From an optimization exercise on the open Yosys and OpenROAD flow, aimed at small area, a short achievable clock period and few clock cycles; shortcuts taken in it are not production practice.
In this exercise RTL edits were held to simulation tests only and were not proved equivalent to the original.

run 3:
Design bmp_pixel_stream_blitter_core, start of the top module:
module bmp_pixel_stream_blitter_core (
  input  logic        clk,
  input  logic        rst,
  input  logic        pixels_valid,
  output logic        pixels_ready,
  input  logic [7:0]  pixels_pixel_byte,
  input  logic        pixels_image_start,
  output logic        writes_valid,
  input  logic        writes_ready,
  output logic [25:0] writes_write_address,
  output logic [31:0] writes_write_data,
  output logic        writes_final_write,
  input  logic        cfg_write,
  input  logic [2:0]  cfg_index,
  input  logic [19:0] cfg_data
);
export LEC_CHECK = 0
export CAP_MARGIN = 20
export CORE_MARGIN = 2
export CORE_UTILIZATION = 40
export CTS_BUF_LIST = sky130_fd_sc_hd__clkbuf_16
export CTS_CLUSTER_DIAMETER = 100
export CTS_CLUSTER_SIZE = 20
export SETUP_SLACK_MARGIN = 4.8
export SLEW_MARGIN = 20
create_clock -name core_clock -period 8.0 [get_ports {clk}]
run.sh (not shown) runs the stock make flow with config.mk's settings and CLKGATE_MAP_FILE= SYNTH_SCRIPT=/design/flow/synth_recipe.tcl, a recipe that flattens the netlist after the stock synthesis.
Testbench counts of run 3, summed over its fixed seeds: cycles 38,887.
Input-level comparison between run 5 and run 3:
- CTS_CLUSTER_SIZE changed from 20 to 30
- CTS_CLUSTER_DIAMETER removed (was 100)
- CTS_BUF_LIST changed from sky130_fd_sc_hd__clkbuf_16 to sky130_fd_sc_hd__clkbuf_8
==> flow/flow/run.sh (new file) <==
#!/bin/bash
# The standard layout, with the smallest buffer on every input and output
# port (ORFS picks a delay cell there by default). Each tool's output goes
# to the logs ORFS writes under orfs/logs/; the whole run is also kept in
# flow_run.log.
set -euo pipefail
export BUFFER_PORTS_ARGS="-buffer_cell sky130_fd_sc_hd__buf_1"
bash standard.sh > flow_run.log 2>&1
==> flow/standard.sh (new file) <==
#!/bin/bash
# synth_recipe.tcl (not shown) runs the flow's synth.tcl, then flattens the netlist and writes it again
# the make line also repeats each setting of config.mk as NAME=value (left out here)
make -C /OpenROAD-flow-scripts/flow DESIGN_CONFIG=/design/flow/config.mk WORK_HOME=/design/flow/orfs CLKGATE_MAP_FILE= SYNTH_SCRIPT=/design/flow/synth_recipe.tcl "${@:-finish}"
removed: flow/run.sh
Results
[compare] base=run 3 new=run 5: time the worst path needs with I/O delays and setup lower; final critical-path setup slack higher.
Looking at the reports, run 5 completed the entire flow and the layout it produced met the timing, design-rule and antenna checks.
Total global routing track utilization: run 5 vs run 3 up 0.47 points

before:
Starting RTL as in the previous note.
==> flow/config.mk <==
export PLATFORM = sky130hd
export DESIGN_NAME = bmp_pixel_stream_blitter_core
export DESIGN_NICKNAME = bmp_pixel_stream_blitter_core
export VERILOG_FILES = /design/flow/design.v
export SDC_FILE = /design/flow/constraint.sdc
export NUM_CORES = 4
export LEC_CHECK = 0
export CAP_MARGIN = 20
export CORE_MARGIN = 2
export CORE_UTILIZATION = 40
export CTS_BUF_LIST = sky130_fd_sc_hd__clkbuf_16
export CTS_CLUSTER_DIAMETER = 100
export CTS_CLUSTER_SIZE = 20
export SETUP_SLACK_MARGIN = 4.8
export SLEW_MARGIN = 20
==> flow/constraint.sdc <==
create_clock -name core_clock -period 8.0 [get_ports {clk}]
set_input_delay 1.6000 -clock core_clock [delete_from_list [all_inputs] [get_ports {clk}]]
set_output_delay 1.6000 -clock core_clock [all_outputs]
set_load 0.01 [all_outputs]
standard.sh (not shown) runs the stock make flow with config.mk's settings and CLKGATE_MAP_FILE= SYNTH_SCRIPT=/design/flow/synth_recipe.tcl, a recipe that flattens the netlist after the stock synthesis.
==> flow/flow/run.sh <==
#!/bin/bash
# The standard layout, with the smallest buffer on every input and output
# port (ORFS picks a delay cell there by default). Each tool's output goes
# to the logs ORFS writes under orfs/logs/; the whole run is also kept in
# flow_run.log.
set -euo pipefail
export BUFFER_PORTS_ARGS="-buffer_cell sky130_fd_sc_hd__buf_1"
bash standard.sh > flow_run.log 2>&1
Testbench counts of before, summed over its fixed seeds: cycles 38,887.
The following lists how after was set up differently from before:
- a deleted CTS_CLUSTER_DIAMETER that had been 100
- a change of CTS_BUF_LIST from sky130_fd_sc_hd__clkbuf_16 to sky130_fd_sc_hd__clkbuf_8
- a change of CTS_CLUSTER_SIZE from 20 to 30
==> flow/run.sh (new file) <==
#!/bin/bash
# synth_recipe.tcl (not shown) runs the flow's synth.tcl, then flattens the netlist and writes it again
# the make line also repeats each setting of config.mk as NAME=value (left out here)
make -C /OpenROAD-flow-scripts/flow DESIGN_CONFIG=/design/flow/config.mk WORK_HOME=/design/flow/orfs CLKGATE_MAP_FILE= SYNTH_SCRIPT=/design/flow/synth_recipe.tcl finish
removed: flow/flow/run.sh
removed: flow/standard.sh
Findings:
The hold buffer count at cts was comparable across after and before.
Going from before to after, routed wire length now larger; non-clock buffer share of cell area now larger; wire length per cell now larger.
Cells: after has more instances than before

afterwards: timing with drivers on the ports:
Ports are ideal in the flow. The routed layouts listed here were re-timed in OpenROAD. Step 1: set_driving_cell puts a clkbuf_16 on clk and a buf_2 on each other input, an assumption about the parent block. Step 2 adds t to the input delays and takes it off the output delays; t is the mean of the earliest and latest rising clock arrival at the registers after step 1. Input paths then give back, and output paths get back, about the clock's delay inside the block. Slacks: ideal ports / drivers / drivers and shift; pairs: ideal ports / drivers.
run	shift t [ns]	setup slack, ns	hold WS [ns]	pins driven straight from the clock port
run 3	0.546	4.663 / 4.663 / 4.149	0.454 / 0.454 / 0.454	1
run 5	0.659	4.748 / 4.748 / 4.106	0.453 / 0.453 / 0.453	1
before	0.556	4.629 / 4.632 / 4.075	0.459 / 0.459 / 0.459	1
after	0.655	4.734 / 4.734 / 4.100	0.449 / 0.449 / 0.449	1
After both steps every run listed still meets setup and hold. For run 5, which loses most, drivers alone change the setup slack by 0.000 ns; drivers and shift together by -0.642 ns.
